Background: an optimization exercise with open tools, aiming at a short achievable clock period and few clock cycles. Do not read the settings as production practice.
Only simulation tests tie the RTL to the original design; equivalence was not proved.
The clock port is modelled as an ideal driver; clocking choices that lean on that would not hold on a real chip.
Power and IR drop assume default switching activity.

===== flow/flow/run.sh =====
#!/bin/bash
# The standard layout, step by step. The setup repair aims past the clock
# period (SETUP_SLACK_MARGIN) only from clock tree synthesis on, where the
# nets are buffered and placed; before that the repair would chase the
# unbuffered fanout of the synthesized netlist. Ports are buffered with
# buf_4 rather than the smallest buffer. Each step's output goes to a log
# of its own here.
set -euo pipefail
MARGIN=4.8
TNS=100
bash standard.sh synth > log_1_synth.txt 2>&1
SETUP_SLACK_MARGIN=0 TNS_END_PERCENT=0 bash standard.sh floorplan > log_2_floorplan.txt 2>&1
BUFFER_PORTS_ARGS="-buffer_cell sky130_fd_sc_hd__buf_4" bash standard.sh place > log_3_place.txt 2>&1
SETUP_SLACK_MARGIN=$MARGIN TNS_END_PERCENT=$TNS bash standard.sh cts > log_4_cts.txt 2>&1
SETUP_SLACK_MARGIN=$MARGIN TNS_END_PERCENT=$TNS bash standard.sh route > log_5_route.txt 2>&1
bash standard.sh finish > log_6_finish.txt 2>&1

===== flow/standard.sh =====
#!/bin/bash
# synth_recipe.tcl (not shown) runs the flow's synth.tcl, then flattens the netlist and writes it again
# the make line also repeats each setting of config.mk as NAME=value (left out here)
make -C /OpenROAD-flow-scripts/flow DESIGN_CONFIG=/design/flow/config.mk WORK_HOME=/design/flow/orfs CLKGATE_MAP_FILE= SYNTH_SCRIPT=/design/flow/synth_recipe.tcl "${@:-finish}"

===== flow/config.mk =====
export PLATFORM = sky130hd
export DESIGN_NAME = cpu
export DESIGN_NICKNAME = cpu
export VERILOG_FILES = /design/flow/design.v
export SDC_FILE = /design/flow/constraint.sdc
export NUM_CORES = 4
export LEC_CHECK = 0
export ABC_CLOCK_PERIOD_IN_PS = 1000
export CAP_MARGIN = 20
export CORE_MARGIN = 2
export CORE_UTILIZATION = 45
export PLACE_DENSITY = 0.6
export SLEW_MARGIN = 20
export SYNTH_MEMORY_MAX_BITS = 8192

===== flow/constraint.sdc =====
create_clock -name core_clock -period 8.0 [get_ports {clk}]
set_input_delay 1.6000 -clock core_clock [delete_from_list [all_inputs] [get_ports {clk}]]
set_output_delay 1.6000 -clock core_clock [all_outputs]
set_load 0.01 [all_outputs]

===== flow/design.v =====
`default_nettype none
package cpu_pkg;
    localparam int data_w = 16;
    localparam int reg_w = 4;
    localparam int reg_cnt = 1 << reg_w;
    localparam int op_w = 4;
    localparam int cond_w = 3;
    localparam int imm_w = 8;
    localparam int off_w = 9;
    localparam int dmem_depth = 256;
    localparam int dmem_aw = $clog2(dmem_depth);
    localparam logic [data_w-1:0] pc_step = 16'd2;
    localparam logic [data_w-1:0] sat_max = 16'h7fff;
    localparam logic [data_w-1:0] sat_min = 16'h8000;
    localparam logic [op_w-1:0] op_add = 4'h0;
    localparam logic [op_w-1:0] op_sub = 4'h1;
    localparam logic [op_w-1:0] op_xor = 4'h2;
    localparam logic [op_w-1:0] op_sll = 4'h4;
    localparam logic [op_w-1:0] op_sra = 4'h5;
    localparam logic [op_w-1:0] op_ror = 4'h6;
    localparam logic [op_w-1:0] op_lw  = 4'h8;
    localparam logic [op_w-1:0] op_sw  = 4'h9;
    localparam logic [op_w-1:0] op_llb = 4'ha;
    localparam logic [op_w-1:0] op_lhb = 4'hb;
    localparam logic [op_w-1:0] op_b   = 4'hc;
    localparam logic [op_w-1:0] op_hlt = 4'hf;
    localparam logic [cond_w-1:0] cond_ne = 3'd0;
    localparam logic [cond_w-1:0] cond_eq = 3'd1;
    localparam logic [cond_w-1:0] cond_gt = 3'd2;
    localparam logic [cond_w-1:0] cond_lt = 3'd3;
    localparam logic [cond_w-1:0] cond_ge = 3'd4;
    localparam logic [cond_w-1:0] cond_le = 3'd5;
    localparam logic [cond_w-1:0] cond_ov = 3'd6;
    localparam logic [cond_w-1:0] cond_un = 3'd7;
    typedef union packed {
        struct packed {
            logic [op_w-1:0]  opcode;
            logic [reg_w-1:0] rd;
            logic [reg_w-1:0] rs;
            logic [reg_w-1:0] rt;
        } r;
        struct packed {
            logic [op_w-1:0]  opcode;
            logic [reg_w-1:0] rd;
            logic [imm_w-1:0] imm;
        } i;
        struct packed {
            logic [op_w-1:0]   opcode;
            logic [cond_w-1:0] cond;
            logic [off_w-1:0]  off;
        } b;
    } instr_u;
    typedef struct packed {
        logic z;
        logic v;
        logic n;
    } flags_t;
endpackage
`default_nettype wire
`default_nettype none
module cpu_decode (
    input  logic                       clk,
    input  logic                       rst_n,
    output logic [cpu_pkg::data_w-1:0] imem_addr,
    input  logic [cpu_pkg::data_w-1:0] imem_data,
    input  cpu_pkg::flags_t            flags,
    input  logic                       z_next,
    output logic                       s2_valid,
    output logic [10:0]                s2_op,
    output logic                       s2_wr,
    output logic [cpu_pkg::reg_w-1:0]  s2_rd,
    output logic [cpu_pkg::data_w-1:0] s2_a,
    output logic [cpu_pkg::data_w-1:0] s2_b,
    output logic                       s2_fwd_a,
    output logic                       s2_fwd_b,
    output logic [7:0]                 s2_imm,
    output logic [cpu_pkg::data_w-1:0] s2_zmask,
    output logic [3:0]                 s2_lo_p0,
    output logic [3:0]                 s2_lo_p1,
    output logic [15:0]                s2_hi_dec,
    output logic                       s2_hi_up,
    output logic                       s2_hi_dn,
    input  logic                       wb_en,
    input  logic [cpu_pkg::reg_w-1:0]  wb_reg,
    input  logic [cpu_pkg::data_w-1:0] wb_data
);
    localparam int data_w  = cpu_pkg::data_w;
    localparam int reg_w   = cpu_pkg::reg_w;
    localparam int reg_cnt = cpu_pkg::reg_cnt;
    logic [data_w-1:0] pc;
    logic              halted;
    logic [data_w-1:0] regs [reg_cnt];
    logic [3:0]        op;
    logic [reg_w-1:0]  rd;
    logic [reg_w-1:0]  rs;
    logic [reg_w-1:0]  rt;
    logic [10:0]       op1h;
    logic              writes;
    logic              a_is_rd;
    logic              b_is_rd;
    logic [data_w-1:0] rs_val;
    logic [data_w-1:0] rt_val;
    logic [data_w-1:0] rd_val;
    logic              fwd_rs;
    logic              fwd_rt;
    logic              fwd_rd;
    logic              s2_nv;
    logic              needs_nv;
    logic              stall;
    logic              issue;
    logic              cond_ok;
    logic              taken;
    logic [14:0]       target_w;
    logic [14:0]       inc_w;
    logic [5:0]        hi_up;
    logic [5:0]        hi_dn;
    logic [9:0]        lo_tgt;
    localparam int bt_n = 4;
    logic              bt_v    [bt_n];
    logic [14:0]       bt_tag  [bt_n];
    logic              bt_pred [bt_n];
    logic              bt_eq   [bt_n];
    logic              bt_al   [bt_n];
    logic [14:0]       bt_tgt  [bt_n];
    logic [14:0]       bt_fall [bt_n];
    logic [1:0]        bt_ptr;
    logic [bt_n-1:0]   bt_hit;
    logic [bt_n-1:0]   bt_free;
    logic              bt_put;
    logic [14:0]       dec_w;
    logic              hit_pred;
    logic              hit_eq;
    logic              hit_al;
    logic [14:0]       hit_tgt;
    logic [14:0]       hit_fall;
    logic [1:0]        hit_idx;
    logic              fold;
    logic              kill;
    logic              fd_pend;
    logic              fd_pred;
    logic              fd_eq;
    logic              fd_al;
    logic [14:0]       fd_alt;
    logic [1:0]        fd_idx;
    logic              fd_taken;
    logic [15:0]       pc_seq;
    logic [15:0]       pc_br;
    logic [15:0]       pc_next;
    logic [data_w-1:0] zmask;
    logic [4:0]        lo_sum;
    logic [15:0]       hi_dec;
    logic [3:0]        lo_p0;
    logic [3:0]        lo_p1;
    assign op = imem_data[15:12];
    assign rd = imem_data[11:8];
    assign rs = imem_data[7:4];
    assign rt = imem_data[3:0];
    assign imem_addr = pc;
    always_comb begin
        op1h = '0;
        case (op)
            cpu_pkg::op_add: op1h[0]  = 1'b1;
            cpu_pkg::op_sub: op1h[1]  = 1'b1;
            cpu_pkg::op_xor: op1h[2]  = 1'b1;
            cpu_pkg::op_sll: op1h[3]  = 1'b1;
            cpu_pkg::op_sra: op1h[4]  = 1'b1;
            cpu_pkg::op_ror: op1h[5]  = 1'b1;
            cpu_pkg::op_lw:  op1h[6]  = 1'b1;
            cpu_pkg::op_sw:  op1h[7]  = 1'b1;
            cpu_pkg::op_llb: op1h[8]  = 1'b1;
            cpu_pkg::op_lhb: op1h[9]  = 1'b1;
            cpu_pkg::op_hlt: op1h[10] = 1'b1;
            default:         op1h     = '0;
        endcase
    end
    assign writes  = (op1h[9:8] != '0) || (op1h[6:0] != '0);
    assign a_is_rd = (op1h[9:8] != '0);
    assign b_is_rd = op1h[7];
    assign rs_val = (wb_en && wb_reg == rs) ? wb_data : regs[rs];
    assign rt_val = (wb_en && wb_reg == rt) ? wb_data : regs[rt];
    assign rd_val = (wb_en && wb_reg == rd) ? wb_data : regs[rd];
    assign fwd_rs = s2_wr && (s2_rd == rs);
    assign fwd_rt = s2_wr && (s2_rd == rt);
    assign fwd_rd = s2_wr && (s2_rd == rd);
    always_comb begin
        if (op1h[3])      zmask = 16'hffff >> rt;
        else if (op1h[4]) zmask = 16'hffff << rt;
        else              zmask = 16'hffff;
    end
    always_comb begin
        lo_sum = {1'b0, rs_val[4:1]} + {1'b0, rt};
        hi_dec = '0;
        hi_dec[rs_val[8:5]] = 1'b1;
        lo_p0 = '0;
        lo_p1 = '0;
        lo_p0[lo_sum[1:0]] = 1'b1;
        lo_p1[lo_sum[3:2]] = 1'b1;
    end
    assign s2_nv    = (s2_op[1:0] != '0);
    assign needs_nv = (imem_data[11:9] != cpu_pkg::cond_ne)
                   && (imem_data[11:9] != cpu_pkg::cond_eq)
                   && (imem_data[11:9] != cpu_pkg::cond_un);
    always_comb begin
        case (imem_data[11:9])
            cpu_pkg::cond_ne: cond_ok = !z_next;
            cpu_pkg::cond_eq: cond_ok = z_next;
            cpu_pkg::cond_gt: cond_ok = !z_next && !flags.n;
            cpu_pkg::cond_lt: cond_ok = flags.n;
            cpu_pkg::cond_ge: cond_ok = !flags.n;
            cpu_pkg::cond_le: cond_ok = z_next || flags.n;
            cpu_pkg::cond_ov: cond_ok = flags.v;
            default:          cond_ok = 1'b1;
        endcase
    end
    assign taken = (op == cpu_pkg::op_b) && cond_ok;
    assign stall = (op1h[6] && fwd_rs)
                || ((op == cpu_pkg::op_b) && needs_nv && s2_nv);
    assign issue = !halted && !stall && !kill;
    cpu_add #(.W(15)) u_inc (
        .a   (pc[15:1]),
        .b   ('0),
        .cin (1'b1),
        .s   (inc_w),
        .c   ()
    );
    cpu_add #(.W(6)) u_hi_up (
        .a   (inc_w[14:9]),
        .b   (6'd1),
        .cin (1'b0),
        .s   (hi_up),
        .c   ()
    );
    cpu_add #(.W(6)) u_hi_dn (
        .a   (inc_w[14:9]),
        .b   (6'h3f),
        .cin (1'b0),
        .s   (hi_dn),
        .c   ()
    );
    assign lo_tgt = {1'b0, inc_w[8:0]} + {1'b0, imem_data[8:0]};
    always_comb begin
        case ({lo_tgt[9], imem_data[8]})
            2'b10:   target_w = {hi_up, lo_tgt[8:0]};
            2'b01:   target_w = {hi_dn, lo_tgt[8:0]};
            default: target_w = {inc_w[14:9], lo_tgt[8:0]};
        endcase
    end
    always_comb begin
        bt_hit  = '0;
        bt_free = '0;
        for (int k = 0; k < bt_n; k++) begin
            bt_hit[k]  = bt_v[k] && (bt_tag[k] == pc[15:1]);
            bt_free[k] = bt_v[k] && (bt_tag[k] == dec_w);
        end
    end
    always_comb begin
        hit_pred = 1'b0;
        hit_eq   = 1'b0;
        hit_al   = 1'b0;
        hit_tgt  = '0;
        hit_fall = '0;
        hit_idx  = '0;
        for (int k = 0; k < bt_n; k++) begin
            if (bt_hit[k]) begin
                hit_pred = hit_pred | bt_pred[k];
                hit_eq   = hit_eq | bt_eq[k];
                hit_al   = hit_al | bt_al[k];
                hit_tgt  = hit_tgt | bt_tgt[k];
                hit_fall = hit_fall | bt_fall[k];
                hit_idx  = hit_idx | 2'(k);
            end
        end
    end
    assign fold = issue && (bt_hit != '0) && (op != cpu_pkg::op_b)
               && (op != cpu_pkg::op_hlt);
    assign fd_taken = fd_al || (fd_eq ? z_next : !z_next);
    assign kill     = fd_pend && (fd_taken != fd_pred);
    assign bt_put = !halted && (op == cpu_pkg::op_b) && !needs_nv;
    cpu_add #(.W(15)) u_dec (
        .a   (pc[15:1]),
        .b   (15'h7fff),
        .cin (1'b0),
        .s   (dec_w),
        .c   ()
    );
    always_ff @(posedge clk or negedge rst_n) begin
        if (!rst_n) begin
            fd_pend <= 1'b0;
            bt_ptr  <= '0;
            for (int k = 0; k < bt_n; k++) begin
                bt_v[k] <= 1'b0;
            end
        end else begin
            fd_pend <= fold;
            if (bt_put) begin
                if (bt_free == '0) begin
                    bt_v[bt_ptr] <= 1'b1;
                    bt_ptr       <= bt_ptr + 2'd1;
                end
            end
        end
    end
    always_ff @(posedge clk) begin
        fd_pred <= hit_pred;
        fd_eq   <= hit_eq;
        fd_al   <= hit_al;
        fd_alt  <= hit_pred ? hit_fall : hit_tgt;
        fd_idx  <= hit_idx;
        for (int k = 0; k < bt_n; k++) begin
            if (bt_put && (bt_free == '0 ? (bt_ptr == 2'(k)) : bt_free[k])) begin
                bt_tag[k]  <= dec_w;
                bt_pred[k] <= taken;
                bt_eq[k]   <= (imem_data[11:9] == cpu_pkg::cond_eq);
                bt_al[k]   <= (imem_data[11:9] == cpu_pkg::cond_un);
                bt_tgt[k]  <= target_w;
                bt_fall[k] <= inc_w;
            end else if (kill && fd_idx == 2'(k)) begin
                bt_pred[k] <= !fd_pred;
            end
        end
    end
    always_comb begin
        if (halted || stall || (op == cpu_pkg::op_hlt)) begin
            pc_seq = pc;
        end else if ((bt_hit != '0) && (op != cpu_pkg::op_b)) begin
            pc_seq = {hit_pred ? hit_tgt : hit_fall, 1'b0};
        end else begin
            pc_seq = {inc_w, 1'b0};
        end
        pc_br = (!halted && !stall && taken) ? {target_w, 1'b0} : pc_seq;
        pc_next = kill ? {fd_alt, 1'b0} : pc_br;
    end
    always_ff @(posedge clk or negedge rst_n) begin
        if (!rst_n) begin
            pc       <= '0;
            halted   <= 1'b0;
            s2_valid <= 1'b0;
            s2_op    <= '0;
            s2_wr    <= 1'b0;
            s2_fwd_a <= 1'b0;
            s2_fwd_b <= 1'b0;
        end else begin
            s2_valid <= issue;
            s2_op    <= issue ? op1h : '0;
            s2_wr    <= issue && writes && (rd != '0);
            s2_fwd_a <= a_is_rd ? fwd_rd : fwd_rs;
            s2_fwd_b <= b_is_rd ? fwd_rd : fwd_rt;
            if (!halted && (op == cpu_pkg::op_hlt) && !stall && !kill) begin
                halted <= 1'b1;
            end
            pc <= pc_next;
        end
    end
    always_ff @(posedge clk) begin
        s2_rd    <= rd;
        s2_a     <= a_is_rd ? rd_val : rs_val;
        s2_b     <= b_is_rd ? rd_val : rt_val;
        s2_imm   <= imem_data[7:0];
        s2_zmask <= zmask;
        s2_lo_p0  <= lo_p0;
        s2_lo_p1  <= lo_p1;
        s2_hi_dec <= hi_dec;
        s2_hi_up  <= lo_sum[4] && !rt[3];
        s2_hi_dn  <= !lo_sum[4] && rt[3];
    end
    assign regs[0] = '0;
    for (genvar i = 1; i < reg_cnt; i++) begin : g_rf
        always_ff @(posedge clk or negedge rst_n) begin
            if (!rst_n) begin
                regs[i] <= '0;
            end else if (wb_en && wb_reg == i) begin
                regs[i] <= wb_data;
            end
        end
    end
endmodule
`default_nettype wire
`default_nettype none
module cpu_add #(
    parameter int W = 16
) (
    input  logic [W-1:0] a,
    input  logic [W-1:0] b,
    input  logic         cin,
    output logic [W-1:0] s,
    output logic [W:0]   c
);
    localparam int L = $clog2(W);
    logic [W-1:0] g [L+1];
    logic [W-1:0] p [L+1];
    logic [W-1:0] x;
    assign x = a ^ b;
    always_comb begin
        g[0] = a & b;
        p[0] = x;
        g[0][0] = (a[0] & b[0]) | (x[0] & cin);
        for (int l = 0; l < L; l++) begin
            for (int i = 0; i < W; i++) begin
                if (i >= (1 << l)) begin
                    g[l+1][i] = g[l][i] | (p[l][i] & g[l][i-(1<<l)]);
                    p[l+1][i] = p[l][i] & p[l][i-(1<<l)];
                end else begin
                    g[l+1][i] = g[l][i];
                    p[l+1][i] = p[l][i];
                end
            end
        end
    end
    assign c = {g[L], cin};
    assign s = x ^ c[W-1:0];
endmodule
module cpu_execute (
    input  logic                       clk,
    input  logic                       rst_n,
    input  logic                       s2_valid,
    input  logic [10:0]                s2_op,
    input  logic                       s2_wr,
    input  logic [cpu_pkg::reg_w-1:0]  s2_rd,
    input  logic [cpu_pkg::data_w-1:0] s2_a,
    input  logic [cpu_pkg::data_w-1:0] s2_b,
    input  logic                       s2_fwd_a,
    input  logic                       s2_fwd_b,
    input  logic [7:0]                 s2_imm,
    input  logic [cpu_pkg::data_w-1:0] s2_zmask,
    input  logic [3:0]                 s2_lo_p0,
    input  logic [3:0]                 s2_lo_p1,
    input  logic [15:0]                s2_hi_dec,
    input  logic                       s2_hi_up,
    input  logic                       s2_hi_dn,
    output cpu_pkg::flags_t            flags,
    output logic                       z_next,
    output logic                       wb_en,
    output logic [cpu_pkg::reg_w-1:0]  wb_reg,
    output logic [cpu_pkg::data_w-1:0] wb_data,
    output logic                       hlt
);
    localparam int data_w = cpu_pkg::data_w;
    logic [data_w-1:0] a;
    logic [data_w-1:0] b;
    logic              sub;
    logic [data_w-1:0] sum;
    logic [data_w-1:0] sum_c [4];
    logic [data_w:0]   cry_c [4];
    logic [data_w:0]   cry;
    logic              ovf;
    logic              neg;
    logic [data_w-1:0] as_res;
    logic [3:0]        sh;
    logic [2*data_w-1:0] rot;
    logic [data_w-1:0] sra;
    logic [7:0]        st_ea;
    logic [15:0]       ld_lo;
    logic [15:0]       ld_hi;
    logic [data_w-1:0] ld;
    logic [data_w-1:0] res;
    logic              z_add;
    logic              z_eq;
    logic              z_sh;
    cpu_pkg::flags_t   flags_next;
    assign a = s2_fwd_a ? wb_data : s2_a;
    assign b = s2_fwd_b ? wb_data : s2_b;
    assign sub = s2_op[1];
    cpu_add #(.W(data_w)) u_add_00 (
        .a   (s2_a),
        .b   (s2_b ^ {data_w{sub}}),
        .cin (sub),
        .s   (sum_c[0]),
        .c   (cry_c[0])
    );
    cpu_add #(.W(data_w)) u_add_01 (
        .a   (s2_a),
        .b   (wb_data ^ {data_w{sub}}),
        .cin (sub),
        .s   (sum_c[1]),
        .c   (cry_c[1])
    );
    cpu_add #(.W(data_w)) u_add_10 (
        .a   (wb_data),
        .b   (s2_b ^ {data_w{sub}}),
        .cin (sub),
        .s   (sum_c[2]),
        .c   (cry_c[2])
    );
    cpu_add #(.W(data_w)) u_add_11 (
        .a   (wb_data),
        .b   (wb_data ^ {data_w{sub}}),
        .cin (sub),
        .s   (sum_c[3]),
        .c   (cry_c[3])
    );
    assign sum = sum_c[{s2_fwd_a, s2_fwd_b}];
    assign cry = cry_c[{s2_fwd_a, s2_fwd_b}];
    assign ovf    = cry[data_w] ^ cry[data_w-1];
    assign neg    = ovf ? a[data_w-1] : sum[data_w-1];
    assign as_res = ovf ? {a[data_w-1], {(data_w-1){!a[data_w-1]}}} : sum;
    assign sh  = s2_imm[3:0];
    assign rot = {a, a} >> sh;
    assign sra = $signed(a) >>> sh;
    always_comb begin
        res = '0;
        if (s2_op[1:0] != '0) res = res | as_res;
        if (s2_op[2]) res = res | (a ^ b);
        if (s2_op[3]) res = res | (a << sh);
        if (s2_op[4]) res = res | sra;
        if (s2_op[5]) res = res | rot[data_w-1:0];
        if (s2_op[6]) res = res | ld;
        if (s2_op[8]) res = res | {a[15:8], s2_imm};
        if (s2_op[9]) res = res | {s2_imm, a[7:0]};
    end
    function automatic logic zf_add(input logic [15:0] x, input logic [15:0] y);
        zf_add = ((x ^ y) == {x[14:0] | y[14:0], 1'b0}) && !(x == 16'h8000 && y == 16'h8000);
    endfunction
    always_comb begin
        case ({s2_fwd_a, s2_fwd_b})
            2'b00:   begin z_add = zf_add(s2_a, s2_b);       z_eq = (s2_a == s2_b);    end
            2'b10:   begin z_add = zf_add(wb_data, s2_b);    z_eq = (wb_data == s2_b); end
            2'b01:   begin z_add = zf_add(s2_a, wb_data);    z_eq = (s2_a == wb_data); end
            default: begin z_add = (wb_data == '0);          z_eq = 1'b1;              end
        endcase
        z_sh = s2_fwd_a ? ((wb_data & s2_zmask) == '0) : ((s2_a & s2_zmask) == '0);
    end
    always_comb begin
        z_next = flags.z;
        if (s2_op[0]) z_next = z_add;
        if (s2_op[2:1] != '0) z_next = z_eq;
        if (s2_op[5:3] != '0) z_next = z_sh;
    end
    always_comb begin
        flags_next   = flags;
        flags_next.z = z_next;
        if (s2_op[1:0] != '0) begin
            flags_next.v = ovf;
            flags_next.n = neg;
        end
    end
    always_ff @(posedge clk or negedge rst_n) begin
        if (!rst_n) begin
            flags <= '0;
        end else begin
            flags <= flags_next;
        end
    end
    cpu_add #(.W(8)) u_st_ea (
        .a   (a[8:1]),
        .b   ({{4{s2_imm[3]}}, s2_imm[3:0]}),
        .cin (1'b0),
        .s   (st_ea),
        .c   ()
    );
    always_comb begin
        for (int i = 0; i < 16; i++) begin
            ld_lo[i] = s2_lo_p0[i%4] && s2_lo_p1[i/4];
        end
        if (s2_hi_up)      ld_hi = {s2_hi_dec[14:0], s2_hi_dec[15]};
        else if (s2_hi_dn) ld_hi = {s2_hi_dec[0], s2_hi_dec[15:1]};
        else               ld_hi = s2_hi_dec;
    end
    cpu_result u_dmem (
        .clk    (clk),
        .rst_n  (rst_n),
        .st_en  (s2_op[7]),
        .st_ea  (st_ea),
        .st_d   (b),
        .ld_lo  (ld_lo),
        .ld_hi  (ld_hi),
        .ld_d   (ld)
    );
    always_ff @(posedge clk or negedge rst_n) begin
        if (!rst_n) begin
            wb_en <= 1'b0;
            hlt   <= 1'b0;
        end else begin
            wb_en <= s2_wr;
            if (s2_op[10]) begin
                hlt <= 1'b1;
            end
        end
    end
    always_ff @(posedge clk) begin
        wb_reg  <= s2_rd;
        wb_data <= res;
    end
endmodule
`default_nettype wire
`default_nettype none
module cpu_result (
    input  logic                        clk,
    input  logic                        rst_n,
    input  logic                        st_en,
    input  logic [cpu_pkg::dmem_aw-1:0] st_ea,
    input  logic [cpu_pkg::data_w-1:0]  st_d,
    input  logic [15:0]                 ld_lo,
    input  logic [15:0]                 ld_hi,
    output logic [cpu_pkg::data_w-1:0]  ld_d
);
    localparam int data_w     = cpu_pkg::data_w;
    localparam int dmem_depth = cpu_pkg::dmem_depth;
    logic [data_w-1:0]          mem [dmem_depth];
    logic                       pend;
    logic [cpu_pkg::dmem_aw-1:0] pend_ea;
    logic [data_w-1:0]          pend_d;
    logic [data_w-1:0]          grp [16];
    logic [data_w-1:0]          rd;
    logic [15:0]                pend_lo;
    logic [15:0]                pend_hi;
    logic                       hit;
    always_ff @(posedge clk or negedge rst_n) begin
        if (!rst_n) begin
            pend <= 1'b0;
        end else begin
            pend <= st_en;
        end
    end
    always_ff @(posedge clk) begin
        pend_ea <= st_ea;
        pend_d  <= st_d;
    end
    for (genvar w = 0; w < dmem_depth; w++) begin : g_word
        always_ff @(posedge clk) begin
            if (pend && pend_ea == w) begin
                mem[w] <= pend_d;
            end
        end
    end
    always_comb begin
        for (int g = 0; g < 16; g++) begin
            grp[g] = '0;
            for (int i = 0; i < 16; i++) begin
                grp[g] = grp[g] | (mem[16*g+i] & {data_w{ld_lo[i]}});
            end
        end
        rd = '0;
        for (int g = 0; g < 16; g++) begin
            rd = rd | (grp[g] & {data_w{ld_hi[g]}});
        end
    end
    always_comb begin
        pend_lo = '0;
        pend_hi = '0;
        pend_lo[pend_ea[3:0]] = 1'b1;
        pend_hi[pend_ea[7:4]] = 1'b1;
    end
    assign hit  = pend && ((pend_lo & ld_lo) != '0) && ((pend_hi & ld_hi) != '0);
    assign ld_d = hit ? pend_d : rd;
endmodule
`default_nettype wire
`default_nettype none
module cpu (
    input  logic                       clk,
    input  logic                       rst_n,
    output logic [cpu_pkg::data_w-1:0] imem_addr,
    input  logic [cpu_pkg::data_w-1:0] imem_data,
    output logic                       hlt,
    output logic                       wb_en,
    output logic [cpu_pkg::reg_w-1:0]  wb_reg,
    output logic [cpu_pkg::data_w-1:0] wb_data
);
    localparam int data_w = cpu_pkg::data_w;
    localparam int reg_w  = cpu_pkg::reg_w;
    logic              s2_valid;
    logic [10:0]       s2_op;
    logic              s2_wr;
    logic [reg_w-1:0]  s2_rd;
    logic [data_w-1:0] s2_a;
    logic [data_w-1:0] s2_b;
    logic              s2_fwd_a;
    logic              s2_fwd_b;
    logic [7:0]        s2_imm;
    logic [data_w-1:0] s2_zmask;
    logic [3:0]        s2_lo_p0;
    logic [3:0]        s2_lo_p1;
    logic [15:0]       s2_hi_dec;
    logic              s2_hi_up;
    logic              s2_hi_dn;
    cpu_pkg::flags_t   flags;
    logic              z_next;
    cpu_decode u_decode (
        .clk        (clk),
        .rst_n      (rst_n),
        .imem_addr  (imem_addr),
        .imem_data  (imem_data),
        .flags      (flags),
        .z_next     (z_next),
        .s2_valid   (s2_valid),
        .s2_op      (s2_op),
        .s2_wr      (s2_wr),
        .s2_rd      (s2_rd),
        .s2_a       (s2_a),
        .s2_b       (s2_b),
        .s2_fwd_a   (s2_fwd_a),
        .s2_fwd_b   (s2_fwd_b),
        .s2_imm     (s2_imm),
        .s2_zmask   (s2_zmask),
        .s2_lo_p0   (s2_lo_p0),
        .s2_lo_p1   (s2_lo_p1),
        .s2_hi_dec  (s2_hi_dec),
        .s2_hi_up   (s2_hi_up),
        .s2_hi_dn   (s2_hi_dn),
        .wb_en      (wb_en),
        .wb_reg     (wb_reg),
        .wb_data    (wb_data)
    );
    cpu_execute u_execute (
        .clk        (clk),
        .rst_n      (rst_n),
        .s2_valid   (s2_valid),
        .s2_op      (s2_op),
        .s2_wr      (s2_wr),
        .s2_rd      (s2_rd),
        .s2_a       (s2_a),
        .s2_b       (s2_b),
        .s2_fwd_a   (s2_fwd_a),
        .s2_fwd_b   (s2_fwd_b),
        .s2_imm     (s2_imm),
        .s2_zmask   (s2_zmask),
        .s2_lo_p0   (s2_lo_p0),
        .s2_lo_p1   (s2_lo_p1),
        .s2_hi_dec  (s2_hi_dec),
        .s2_hi_up   (s2_hi_up),
        .s2_hi_dn   (s2_hi_dn),
        .flags      (flags),
        .z_next     (z_next),
        .wb_en      (wb_en),
        .wb_reg     (wb_reg),
        .wb_data    (wb_data),
        .hlt        (hlt)
    );
endmodule
`default_nettype wire

==> summary.txt, run 1 <==
status=finished clean; starting density of the core=45.1%; clock transition at the registers of the reported paths=0.06 ns; worst clock skew=0.119 ns; Final Max Slew Viols=0; setup TNS=0 ns; Root Driver=clkbuf_16; GPL Wtd Cong=0.975; post-DR wirelength/cell=41.9 µm; Tcrit/Tclk final=57.9%; post-layout util=55.4%; crit-path max FO=7; Max stage delay on crit path=1.11 ns; top post-synthesis cells by count=edfxtp_1, a22oi_1, a221oi_1; Leakage Power=76.7 nW; initial antenna violation count=61; Die X=647 µm; CP Class=flop to flop; Final Hold Fails=0; mux share of post-synthesis cell area=2.12%; Mapped Nets=11,753; htree depth=5; I/O Buffers=54; Final min period=4.63 ns; Bufs on Longest Clock Path=4; area delta synth->final=22.7%; Worst Tran Pin Value=1.42 ns; post-DP HPWL=406 mm; post-synth top area cell=edfxtp_1; Worst EP arrival=5.48 ns; GRT overflow=0; final setup fails=0; Die Area=0.418 mm²; slowest cell on the critical path=a222oi_1; Vias/cell=7.02; Max IR drop VDD=0.256 mV; ys async rst share=6.00%; Total Nets Final=12,883; CTS tree=yes; DRC violation count after routing=0; Critical Path End Type=flop; vias=130,639; CP Launch Type=flop; clk latency of the worst-skew pair=1.09 ns; io pins=56; Post-synth top flop=edfxtp_1; crit path buf inv count=4; RSZ-0062 raised after global routing=true; Yosys top cell area share=69.2%; Synth Cell Area=0.186 mm²; Yosys cell types=98; combinational family with the most area after synthesis=compound AO/OA/AOI/OAI gates; Seq/Total Area, Yosys=74.6%; Post-Layout Cell Count=18,621; gr usage total=35.5%; Synth Warn #=35; Initial DRT Pass Iterations=12; max reg flops=4,096; Post-DRT Antenna Nets=0; Simple-Gate Fraction of Synth Area=4.58%; Slew HR=5.34%; max-cap violations=0; Top Registers=u_execute.u_dmem.mem (4096), u_decode.regs (240); post-synthesis compound-gate area fraction=14.0%; pre-CTS WS=2.50 ns; Die Y=647 µm; syn_area_per_cell=16.1 µm²; largest net degree at the start of global routing=226; Post-synth EDFFs=4,284; FP Rows=236; pwr dens=286 mW/mm²; fmax=216 MHz; post-synthesis register bit count=4,717; share of cells above drive strength 1=25.8%; hold-fix buffers at CTS=0; TritonCTS buffer count=459; type of the most critical hold path=flop to flop; Placed Instances=16,872; WL final=780 mm; core box area=0.412 mm²; Post-Syn Instances=11,579; clock tree sinks=4,717; most flop-heavy register=u_execute.u_dmem.mem; most common cell in the synthesized netlist=edfxtp_1; Critical Path RT=8.85 ns; initial DRC count=24,374; first-pass GRT wire length=1030 mm; CP Cell Sequence=buf_6 > buf_6 > and2_4 > buf_12 > buf_16 > a22o_1 > a221oi_2 > nand4_1 > a222oi_1 > nand4_1 > nor2_2 > nand3_2 > o211ai_1 > o2111ai_1; family with the most delay on the worst path=compound AO/OA/AOI/OAI gates; XOR/XNOR share of the synthesized area=1.68%; number of global-route vias before repair=120,818; adder-cell share of the synthesized area=1.07%; largest cells by area after synthesis=edfxtp_1, a22oi_1, dfrtp_1, a221oi_1, a22o_1; setup slack after layout=3.37 ns
## cell type report
| class | instances | area [µm²] |
|---|---|---|
| well taps | 5474 | 6850 |
| clock buffers | 583 | 12100 |
| repair buffers | 1428 | 17200 |
| clock inverters | 279 | 2830 |
| fillers | 31817 | 184000 |
| multi-input cells | 5955 | 49400 |
| diodes | 37 | 92.6 |
| flip-flops and latches | 4717 | 139000 |
| inverters | 146 | 682 |
| repair inverters | 2 | 36.3 |
## metal layers
metal	track usage [%]	vias up	share of wire (%)
met3	10.2	2640	14
met1	45.5	66205	34
met4	22.8	38	8.1
met2	53.1	11581	43
li1	-	50175	-
met5	0.0463	-	0.039
## kinds of logic after synthesis
family / Yosys count
flops: 4717
compound gates: 3351
simple gates: 1724
buf+inv: 929
xor+xnor: 351
mux: 350
fa+ha+maj: 156
other cells: 1
## cells in the final DEF (no fill, tap or decap), types with 76 or more instances in the layout
cell type  count
edfxtp_1    4284
a22oi_1      925
buf_4        888
a22o_1       694
a221oi_1     606
clkbuf_16    499
nand2_1      329
nand4_1      305
o21ai_0      293
dfrtp_1      265
nand3_1      210
nor2_1       205
nor2_2       204
mux2_2       199
xnor2_1      188
buf_6        177
buf_12       157
mux2i_1      121
a222oi_1     116
clkbuf_1     115
xor2_1       114
a221oi_2     108
ha_1         108
a21oi_1      107
clkinv_1     100
inv_1         99
clkinv_2      90
nor2_4        85
buf_16        78
dfxtp_1       76
## where the power goes
part / total, mW / internal, mW / switching (mW)
Clock: 21.7 / 12.1 / 9.66
Sequential: 29.4 / 28.4 / 1.04
Combinational: 14.0 / 4.82 / 9.20
## repair_timing
item | CTS | global route
setup buffers | 485 | 215
gates cloned | 100 | 42
resized for setup | 992 | 516
pin swaps | 237 | 314
endpoints found under the setup margin | 1077 | 623
## per-stage QoR
step | hold slack (ns) | power (mW) | cell area, µm²
floorplan | 0.331 | 34.9 | 186000
global placement | 0.339 | 39.7 | 196000
detailed placement | 0.346 | 39.9 | 196000
CTS | 0.361 | 63.4 | 223000
global route | 0.373 | 66.3 | 228000
finish | 0.358 | 65.2 | 228000
## final timing paths
path | from | end | slack, ns | cells past startpoint
max | u_decode.s2_lo_p1[2]$_SDFF_PP0_ | u_execute.wb_data[0]$_DFF_P_ | 3.37 | 14
min | u_decode.s2_op[7]$_DFF_PN0_ | u_execute.u_dmem.pend$_DFF_PN0_ | 0.36 | 0
max reg2reg | u_decode.s2_lo_p1[2]$_SDFF_PP0_ | u_execute.wb_data[0]$_DFF_P_ | 3.37 | 14
min reg2reg | u_decode.s2_op[7]$_DFF_PN0_ | u_execute.u_dmem.pend$_DFF_PN0_ | 0.36 | 0
max in group asynchronous | rst_n | u_decode.regs[3][12]$_DFFE_PN0P_ | 5.98 | 3
min in group asynchronous | rst_n | u_decode.pc[11]$_DFFE_PN0P_ | 0.57 | 1
## worst reg2reg max path: stages, from the launching register on
cell and delay (ns):
dfxtp_4 0.43, buf_6 0.18, buf_6 0.12, and2_4 0.18
buf_12 0.17, buf_16 0.18, a22o_1 0.24, a221oi_2 0.18
nand4_1 0.35, a222oi_1 1.12, nand4_1 0.56, nor2_2 0.28
nand3_2 0.15, o211ai_1 0.19, o2111ai_1 0.17
Testbench counts, summed over its fixed seeds: cycles 52,744.
==> run 2, diff against run 1 <==
--- a/flow/design.v
+++ b/flow/design.v
@@ -73,2 +73,3 @@
     output logic [cpu_pkg::data_w-1:0] s2_b,
+    output logic [cpu_pkg::data_w-1:0] s2_bx,
     output logic                       s2_fwd_a,
@@ -77,4 +78,3 @@
     output logic [cpu_pkg::data_w-1:0] s2_zmask,
-    output logic [3:0]                 s2_lo_p0,
-    output logic [3:0]                 s2_lo_p1,
+    output logic [15:0]                s2_lo,
     output logic [15:0]                s2_hi_dec,
@@ -121,4 +121,4 @@
     logic              bt_pred [bt_n];
-    logic              bt_eq   [bt_n];
-    logic              bt_al   [bt_n];
+    logic [2:0]        bt_cond [bt_n];
+    logic              bt_nv   [bt_n];
     logic [14:0]       bt_tgt  [bt_n];
@@ -127,8 +127,10 @@
     logic [bt_n-1:0]   bt_hit;
-    logic [bt_n-1:0]   bt_free;
+    logic              seq_prev;
+    logic              nv_prev;
     logic              bt_put;
-    logic [14:0]       dec_w;
+    logic [14:0]       pc_prev;
     logic              hit_pred;
-    logic              hit_eq;
-    logic              hit_al;
+    logic [2:0]        hit_cond;
+    logic              hit_nv;
+    logic              fold_ok;
     logic [14:0]       hit_tgt;
@@ -140,4 +142,3 @@
     logic              fd_pred;
-    logic              fd_eq;
-    logic              fd_al;
+    logic [2:0]        fd_cond;
     logic [14:0]       fd_alt;
@@ -151,4 +152,3 @@
     logic [15:0]       hi_dec;
-    logic [3:0]        lo_p0;
-    logic [3:0]        lo_p1;
+    logic [15:0]       lo_dec;
     assign op = imem_data[15:12];
@@ -193,6 +193,4 @@
         hi_dec[rs_val[8:5]] = 1'b1;
-        lo_p0 = '0;
-        lo_p1 = '0;
-        lo_p0[lo_sum[1:0]] = 1'b1;
-        lo_p1[lo_sum[3:2]] = 1'b1;
+        lo_dec = '0;
+        lo_dec[lo_sum[3:0]] = 1'b1;
     end
@@ -226,3 +224,3 @@
     cpu_add #(.W(6)) u_hi_up (
-        .a   (inc_w[14:9]),
+        .a   (pc[15:10]),
         .b   (6'd1),
@@ -233,3 +231,3 @@
     cpu_add #(.W(6)) u_hi_dn (
-        .a   (inc_w[14:9]),
+        .a   (pc[15:10]),
         .b   (6'h3f),
@@ -239,3 +237,3 @@
     );
-    assign lo_tgt = {1'b0, inc_w[8:0]} + {1'b0, imem_data[8:0]};
+    assign lo_tgt = {1'b0, pc[9:1]} + {1'b0, imem_data[8:0]} + 10'd1;
     always_comb begin
@@ -244,3 +242,3 @@
             2'b01:   target_w = {hi_dn, lo_tgt[8:0]};
-            default: target_w = {inc_w[14:9], lo_tgt[8:0]};
+            default: target_w = {pc[15:10], lo_tgt[8:0]};
         endcase
@@ -248,7 +246,5 @@
     always_comb begin
-        bt_hit  = '0;
-        bt_free = '0;
+        bt_hit = '0;
         for (int k = 0; k < bt_n; k++) begin
-            bt_hit[k]  = bt_v[k] && (bt_tag[k] == pc[15:1]);
-            bt_free[k] = bt_v[k] && (bt_tag[k] == dec_w);
+            bt_hit[k] = bt_v[k] && (bt_tag[k] == pc[15:1]);
         end
@@ -257,4 +253,4 @@
         hit_pred = 1'b0;
-        hit_eq   = 1'b0;
-        hit_al   = 1'b0;
+        hit_cond = '0;
+        hit_nv   = 1'b0;
         hit_tgt  = '0;
@@ -265,4 +261,4 @@
                 hit_pred = hit_pred | bt_pred[k];
-                hit_eq   = hit_eq | bt_eq[k];
-                hit_al   = hit_al | bt_al[k];
+                hit_cond = hit_cond | bt_cond[k];
+                hit_nv   = hit_nv | bt_nv[k];
                 hit_tgt  = hit_tgt | bt_tgt[k];
@@ -273,14 +269,20 @@
     end
-    assign fold = issue && (bt_hit != '0) && (op != cpu_pkg::op_b)
-               && (op != cpu_pkg::op_hlt);
-    assign fd_taken = fd_al || (fd_eq ? z_next : !z_next);
+    assign fold_ok = (bt_hit != '0) && (op != cpu_pkg::op_b)
+                  && !(hit_nv && (op1h[1:0] != '0));
+    assign fold    = issue && fold_ok && (op != cpu_pkg::op_hlt);
+    always_comb begin
+        case (fd_cond)
+            cpu_pkg::cond_ne: fd_taken = !z_next;
+            cpu_pkg::cond_eq: fd_taken = z_next;
+            cpu_pkg::cond_gt: fd_taken = !z_next && !flags.n;
+            cpu_pkg::cond_lt: fd_taken = flags.n;
+            cpu_pkg::cond_ge: fd_taken = !flags.n;
+            cpu_pkg::cond_le: fd_taken = z_next || flags.n;
+            cpu_pkg::cond_ov: fd_taken = flags.v;
+            default:          fd_taken = 1'b1;
+        endcase
+    end
     assign kill     = fd_pend && (fd_taken != fd_pred);
-    assign bt_put = !halted && (op == cpu_pkg::op_b) && !needs_nv;
-    cpu_add #(.W(15)) u_dec (
-        .a   (pc[15:1]),
-        .b   (15'h7fff),
-        .cin (1'b0),
-        .s   (dec_w),
-        .c   ()
-    );
+    assign bt_put = !halted && (op == cpu_pkg::op_b) && seq_prev
+                 && !(needs_nv && nv_prev);
     always_ff @(posedge clk or negedge rst_n) begin
@@ -288,2 +290,4 @@
             fd_pend <= 1'b0;
+            seq_prev <= 1'b0;
+            nv_prev  <= 1'b0;
             bt_ptr  <= '0;
@@ -295,7 +299,8 @@
             if (bt_put) begin
-                if (bt_free == '0) begin
-                    bt_v[bt_ptr] <= 1'b1;
-                    bt_ptr       <= bt_ptr + 2'd1;
-                end
+                bt_v[bt_ptr] <= 1'b1;
+                bt_ptr       <= bt_ptr + 2'd1;
             end
+            seq_prev <= issue && !taken && !fold && (op != cpu_pkg::op_b)
+                     && (op != cpu_pkg::op_hlt);
+            nv_prev  <= (op1h[1:0] != '0);
         end
@@ -303,5 +308,5 @@
     always_ff @(posedge clk) begin
+        pc_prev <= pc[15:1];
         fd_pred <= hit_pred;
-        fd_eq   <= hit_eq;
-        fd_al   <= hit_al;
+        fd_cond <= hit_cond;
         fd_alt  <= hit_pred ? hit_fall : hit_tgt;
@@ -309,7 +314,7 @@
         for (int k = 0; k < bt_n; k++) begin
-            if (bt_put && (bt_free == '0 ? (bt_ptr == 2'(k)) : bt_free[k])) begin
-                bt_tag[k]  <= dec_w;
+            if (bt_put && bt_ptr == 2'(k)) begin
+                bt_tag[k]  <= pc_prev;
                 bt_pred[k] <= taken;
-                bt_eq[k]   <= (imem_data[11:9] == cpu_pkg::cond_eq);
-                bt_al[k]   <= (imem_data[11:9] == cpu_pkg::cond_un);
+                bt_cond[k] <= imem_data[11:9];
+                bt_nv[k]   <= needs_nv;
                 bt_tgt[k]  <= target_w;
@@ -324,3 +329,3 @@
             pc_seq = pc;
-        end else if ((bt_hit != '0) && (op != cpu_pkg::op_b)) begin
+        end else if (fold_ok) begin
             pc_seq = {hit_pred ? hit_tgt : hit_fall, 1'b0};
@@ -357,6 +362,6 @@
         s2_b     <= b_is_rd ? rd_val : rt_val;
+        s2_bx    <= op1h[1] ? ~rt_val : rt_val;
         s2_imm   <= imem_data[7:0];
         s2_zmask <= zmask;
-        s2_lo_p0  <= lo_p0;
-        s2_lo_p1  <= lo_p1;
+        s2_lo     <= lo_dec;
         s2_hi_dec <= hi_dec;
@@ -420,2 +425,3 @@
     input  logic [cpu_pkg::data_w-1:0] s2_b,
+    input  logic [cpu_pkg::data_w-1:0] s2_bx,
     input  logic                       s2_fwd_a,
@@ -424,4 +430,3 @@
     input  logic [cpu_pkg::data_w-1:0] s2_zmask,
-    input  logic [3:0]                 s2_lo_p0,
-    input  logic [3:0]                 s2_lo_p1,
+    input  logic [15:0]                s2_lo,
     input  logic [15:0]                s2_hi_dec,
@@ -441,4 +446,4 @@
     logic [data_w-1:0] sum;
-    logic [data_w-1:0] sum_c [4];
-    logic [data_w:0]   cry_c [4];
+    logic [data_w-1:0] sum_c [6];
+    logic [data_w:0]   cry_c [6];
     logic [data_w:0]   cry;
@@ -464,3 +469,3 @@
         .a   (s2_a),
-        .b   (s2_b ^ {data_w{sub}}),
+        .b   (s2_bx),
         .cin (sub),
@@ -469,5 +474,5 @@
     );
-    cpu_add #(.W(data_w)) u_add_01 (
-        .a   (s2_a),
-        .b   (wb_data ^ {data_w{sub}}),
+    cpu_add #(.W(data_w)) u_add_10 (
+        .a   (wb_data),
+        .b   (s2_bx),
         .cin (sub),
@@ -476,6 +481,6 @@
     );
-    cpu_add #(.W(data_w)) u_add_10 (
-        .a   (wb_data),
-        .b   (s2_b ^ {data_w{sub}}),
-        .cin (sub),
+    cpu_add #(.W(data_w)) u_add_01a (
+        .a   (s2_a),
+        .b   (wb_data),
+        .cin (1'b0),
         .s   (sum_c[2]),
@@ -483,6 +488,6 @@
     );
-    cpu_add #(.W(data_w)) u_add_11 (
-        .a   (wb_data),
-        .b   (wb_data ^ {data_w{sub}}),
-        .cin (sub),
+    cpu_add #(.W(data_w)) u_add_01s (
+        .a   (s2_a),
+        .b   (~wb_data),
+        .cin (1'b1),
         .s   (sum_c[3]),
@@ -490,4 +495,21 @@
     );
-    assign sum = sum_c[{s2_fwd_a, s2_fwd_b}];
-    assign cry = cry_c[{s2_fwd_a, s2_fwd_b}];
+    cpu_add #(.W(data_w)) u_add_11a (
+        .a   (wb_data),
+        .b   (wb_data),
+        .cin (1'b0),
+        .s   (sum_c[4]),
+        .c   (cry_c[4])
+    );
+    assign sum_c[5] = '0;
+    assign cry_c[5] = '1;
+    always_comb begin
+        case ({s2_fwd_a, s2_fwd_b, sub})
+            3'b000, 3'b001: begin sum = sum_c[0]; cry = cry_c[0]; end
+            3'b100, 3'b101: begin sum = sum_c[1]; cry = cry_c[1]; end
+            3'b010:         begin sum = sum_c[2]; cry = cry_c[2]; end
+            3'b011:         begin sum = sum_c[3]; cry = cry_c[3]; end
+            3'b110:         begin sum = sum_c[4]; cry = cry_c[4]; end
+            default:        begin sum = sum_c[5]; cry = cry_c[5]; end
+        endcase
+    end
     assign ovf    = cry[data_w] ^ cry[data_w-1];
@@ -550,5 +572,3 @@
     always_comb begin
-        for (int i = 0; i < 16; i++) begin
-            ld_lo[i] = s2_lo_p0[i%4] && s2_lo_p1[i/4];
-        end
+        ld_lo = s2_lo;
         if (s2_hi_up)      ld_hi = {s2_hi_dec[14:0], s2_hi_dec[15]};
@@ -665,2 +685,3 @@
     logic [data_w-1:0] s2_b;
+    logic [data_w-1:0] s2_bx;
     logic              s2_fwd_a;
@@ -669,4 +690,3 @@
     logic [data_w-1:0] s2_zmask;
-    logic [3:0]        s2_lo_p0;
-    logic [3:0]        s2_lo_p1;
+    logic [15:0]       s2_lo;
     logic [15:0]       s2_hi_dec;
@@ -689,2 +709,3 @@
         .s2_b       (s2_b),
+        .s2_bx      (s2_bx),
         .s2_fwd_a   (s2_fwd_a),
@@ -693,4 +714,3 @@
         .s2_zmask   (s2_zmask),
-        .s2_lo_p0   (s2_lo_p0),
-        .s2_lo_p1   (s2_lo_p1),
+        .s2_lo      (s2_lo),
         .s2_hi_dec  (s2_hi_dec),
@@ -711,2 +731,3 @@
         .s2_b       (s2_b),
+        .s2_bx      (s2_bx),
         .s2_fwd_a   (s2_fwd_a),
@@ -715,4 +736,3 @@
         .s2_zmask   (s2_zmask),
-        .s2_lo_p0   (s2_lo_p0),
-        .s2_lo_p1   (s2_lo_p1),
+        .s2_lo      (s2_lo),
         .s2_hi_dec  (s2_hi_dec),
==> summary.txt, run 2 <==
crit-path max FO=8 (+1); Worst Tran Pin Value=1.16 ns (-0.258 ns); fillers=32,023 (+0.65%); Mapped Nets=11,850 (+0.83%); initial DRC count=21,963 (-9.9%); CP Class=primary input to flop; post-synthesis register bit count=4,771 (+1.1%); largest cells by area after synthesis=edfxtp_1, a22oi_1, dfrtp_1, a221oi_1, a22o_1; Critical Path End Type=flop; most common cell in the synthesized netlist=edfxtp_1; syn_area_per_cell=15.9 µm² (-0.76%); max layer used=met5; area delta synth->final=21.3%; Yosys cell types=90 (-8.2%); Worst Hold Slack=0.359 ns (+0.00101 ns); Vias/cell=6.88 (-2.0%); Switch Pwr=12.4 mW (-38%); routed wire length on met3=100 mm (-9.3%); Synth Warn #=37 (+5.7%); type of the most critical hold path=flop to flop; Top Registers=u_execute.u_dmem.mem (4096), u_decode.regs (240); max reg flops=4,096 (unchanged); Gate power share=7.5% (-14 points); worst clock skew=0.114 ns (-0.00546 ns); commonest non-fill, non-tap cell in the layout=edfxtp_1; initial antenna violation count=35 (-43%); GPL Wtd Cong=0.951 (-2.4%); Total Nets Final=12,766 (-0.91%); sequential share of power=50.8% (+5.6 points); clock tree sinks=4,771 (+1.1%); Post-Layout Cell Count=18,480 (-0.76%); RSZ-0062 raised after global routing=true; starting density of the core=45.1% (about the same); Final Hold Fails=0 (unchanged); Placed Instances=16,986 (+0.68%); post-DR wirelength/cell=40.2 µm (-4.2%); share of cells above drive strength 1=24.3% (-1.5 points); Slew HR=22.2% (+17 points); GRT overflow=0 (unchanged); Register Area=0.140 mm² (+0.88%); CP Launch Type=primary input; status=finished clean; Clock Power Share=41.7% (+8.4 points); Worst EP arrival=4.81 ns (-0.67 ns); post-synth top area cell=edfxtp_1; clock transition at the registers of the reported paths=0.06 ns (about the same); Max IR drop VDD=0.233 mV (-9.0%); ys async rst share=5.97% (-0.026 points); Yosys top cell area share=69.3% (+0.17 points); Critical Path RT=8.94 ns (+0.09 ns); Die Y=647 µm (about the same); Bufs on Longest Clock Path=4 (unchanged); final setup fails=0 (unchanged); post-DP HPWL=401 mm (-1.2%); DRC violation count after routing=0 (unchanged); most frequent cells in the layout=edfxtp_1, a22oi_1, buf_4, a22o_1, a221oi_1; Final min period=3.87 ns (-0.761 ns); setup TNS=0 ns (unchanged); WL final=742 mm (-4.9%); I/O Buffers=54 (unchanged); CTS tree=yes; multi-input combinational cell area=0.0486 mm² (-1.6%); TritonCTS buffer count=469 (+2.2%); Initial DRT Pass Iterations=12 (unchanged); Seq/Total Area, Yosys=75.2% (+0.62 points); io pins=56 (unchanged); max-cap violations=0 (unchanged); gr usage total=34.5% (-1.0 points); largest net degree at the start of global routing=209 (-7.5%); Die Area=0.419 mm² (about the same); fmax=258 MHz (+20%); most flop-heavy register=u_execute.u_dmem.mem; top post-synthesis cells by count=edfxtp_1, a22oi_1, nor2_1; htree depth=5 (unchanged); M1 wire length=268 mm (+0.16%); first-pass GRT wire length=1000 mm (-2.2%); Synth Cell Area=0.186 mm² (about the same); Final Max Slew Viols=0 (unchanged); Sw Share=23.3% (-7.2 points); Die X=647 µm (about the same); hold-fix buffers at CTS=0 (unchanged); number of global-route vias before repair=119,660 (-0.96%); Tcrit/Tclk final=48.4% (-9.5 points); FP Rows=236 (unchanged); Post-synth top flop=edfxtp_1; Post-Syn Instances=11,672 (+0.80%); Leakage Power=67.2 nW (-12%); met2 wire length=323 mm (-4.6%); Root Driver=clkbuf_16; pwr dens=236 mW/mm² (-18%); Post-synth EDFFs=4,296 (+0.28%); Post-DRT Antenna Nets=0 (unchanged); core box area=0.413 mm² (about the same); Pint=40.8 mW (-10%); vias=127,100 (-2.7%); clk latency of the worst-skew pair=1.08 ns (about the same)
-- run 2: cell types whose count changed in the layout (fill, tap and decap cells not counted), sizes merged, moves of 126 or more --
cell | before | now
nor2 | 494 | 674
a22o | 700 | 542
o21ai | 408 | 250
buf | 1335 | 1142
a221oi | 727 | 577
a22oi | 966 | 1312
nand4 | 305 | 179
-- run 2: critical path: stages --
cell and delay (ns):
buf_16 0.12, nand2b_4 0.15, nor2_4 0.05, buf_6 0.11
a22o_1 0.22, a221oi_2 0.18, and3_1 0.25, nand4_1 0.24
a22o_1 0.30, ha_2 0.20, fa_2 0.58, inv_2 0.08
ha_4 0.21, xor2_4 0.28, and3_1 0.24
-- run 2: through the flow --
stage | power [mW] | worst slack [ns] | utilization, % | area [µm²]
detailed placement | 30.6 | 2.13 | 47.6 | 197000
finish | 53.1 | 4.13 | 54.7 | 226000
floorplan | 29.1 | 2.93 | - | 186000
global route | 54.3 | 4.12 | 54.7 | 226000
CTS | 53.0 | 4.32 | 54.3 | 224000
global placement | 30.5 | 2.09 | 47.6 | 196000
-- run 2: cell type report --
cell class,count,share of cell area [%]
repair buffers,1204,6.18
well taps,5474,3.04
clock buffers,600,5.58
flip-flops and latches,4771,62.2
multi-input cells,6006,21.5
inverters,136,0.281
clock inverters,268,1.21
diodes,21,0.0233
-- run 2: cell families (layout without fill, tap and decap cells) --
family	after synthesis	count (layout)	synth area share (%)
buffers and inverters	903	2208	1.85
XOR/XNOR	254	254	1.20
AO/OA/AOI/OAI	3357	3357	13.8
AND/OR/NAND/NOR	1887	1895	4.80
adder cells (fa/ha/maj)	161	161	1.12
other	1	22	0.00202
flip-flops	4771	4771	75.2
multiplexers	338	338	1.99
-- run 2: power by group through the flow --
stage | logic [mW] | registers (mW) | clock network [mW]
2_1_floorplan | 1.65 | 27.5 | 0
3_3_place_gp | 2.98 | 27.6 | 0
3_5_place_dp | 3.00 | 27.6 | 0
4_1_cts | 3.72 | 27.0 | 22.3
5_1_grt | 4.07 | 27.0 | 23.2
6_report | 3.96 | 27.0 | 22.2
-- run 2: layer usage --
layer	up-vias	track usage, %
li1	49733	-
met3	2032	9.95
met5	-	0
met4	10	19.1
met2	10012	51.3
met1	65313	45.6
-- run 2: path summary, 6_finish.rpt --
check | start | to | slack, ns | depth (start not counted)
max | imem_data[4] | u_decode.s2_lo[13]$_SDFF_PP0_ | 4.13 | 15
min | u_decode.s2_op[7]$_DFF_PN0_ | u_execute.u_dmem.pend$_DFF_PN0_ | 0.36 | 0
max reg2reg | u_decode.s2_lo[15]$_SDFF_PP0_ | u_execute.wb_data[4]$_DFF_P_ | 4.23 | 11
min reg2reg | u_decode.s2_op[7]$_DFF_PN0_ | u_execute.u_dmem.pend$_DFF_PN0_ | 0.36 | 0
max in group asynchronous | rst_n | u_decode.pc[12]$_DFFE_PN0P_ | 6.04 | 2
min in group asynchronous | rst_n | u_decode.regs[13][10]$_DFFE_PN0P_ | 0.52 | 1
-- run 2: what timing repair did --
item / in CTS / in global routing
gates cloned: 79 / 3
hold endpoints to repair: 0 / 0
setup endpoints to repair: 947 / 743
pin swaps: 244 / 119
resized for setup: 1195 / 215
buffers inserted: 458 / 59
Testbench counts of run 2, summed over its fixed seeds: cycles 52,135.

[re-timing with driven ports]
The results above use ideal ports. As a check the final layouts listed here were re-extracted and re-timed, cells and wires unchanged. Step 1 assumes that a clkbuf_16 drives the clock port and a buf_2 every other input. Step 2 adds t to the input delays and takes it off the output delays; t is the mean of the earliest and latest rising clock arrival at the registers after step 1. Input paths then give back, and output paths get back, about the clock's delay inside the block. Three values: ideal, step 1, step 2; two values: the first two.
| run | t (ns) | setup WS [ns] | worst setup path after step 2 |
|---|---|---|---|
| run 1 | 1.149 | 3.370 / 3.370 / 3.129 | input to register |
| run 2 | 1.135 | 4.130 / 4.123 / 2.988 | input to register |
After both steps every run listed still meets setup and hold. The setup slack of run 2, which loses most, moves by -0.007 ns with the drivers and by -1.142 ns with both steps.
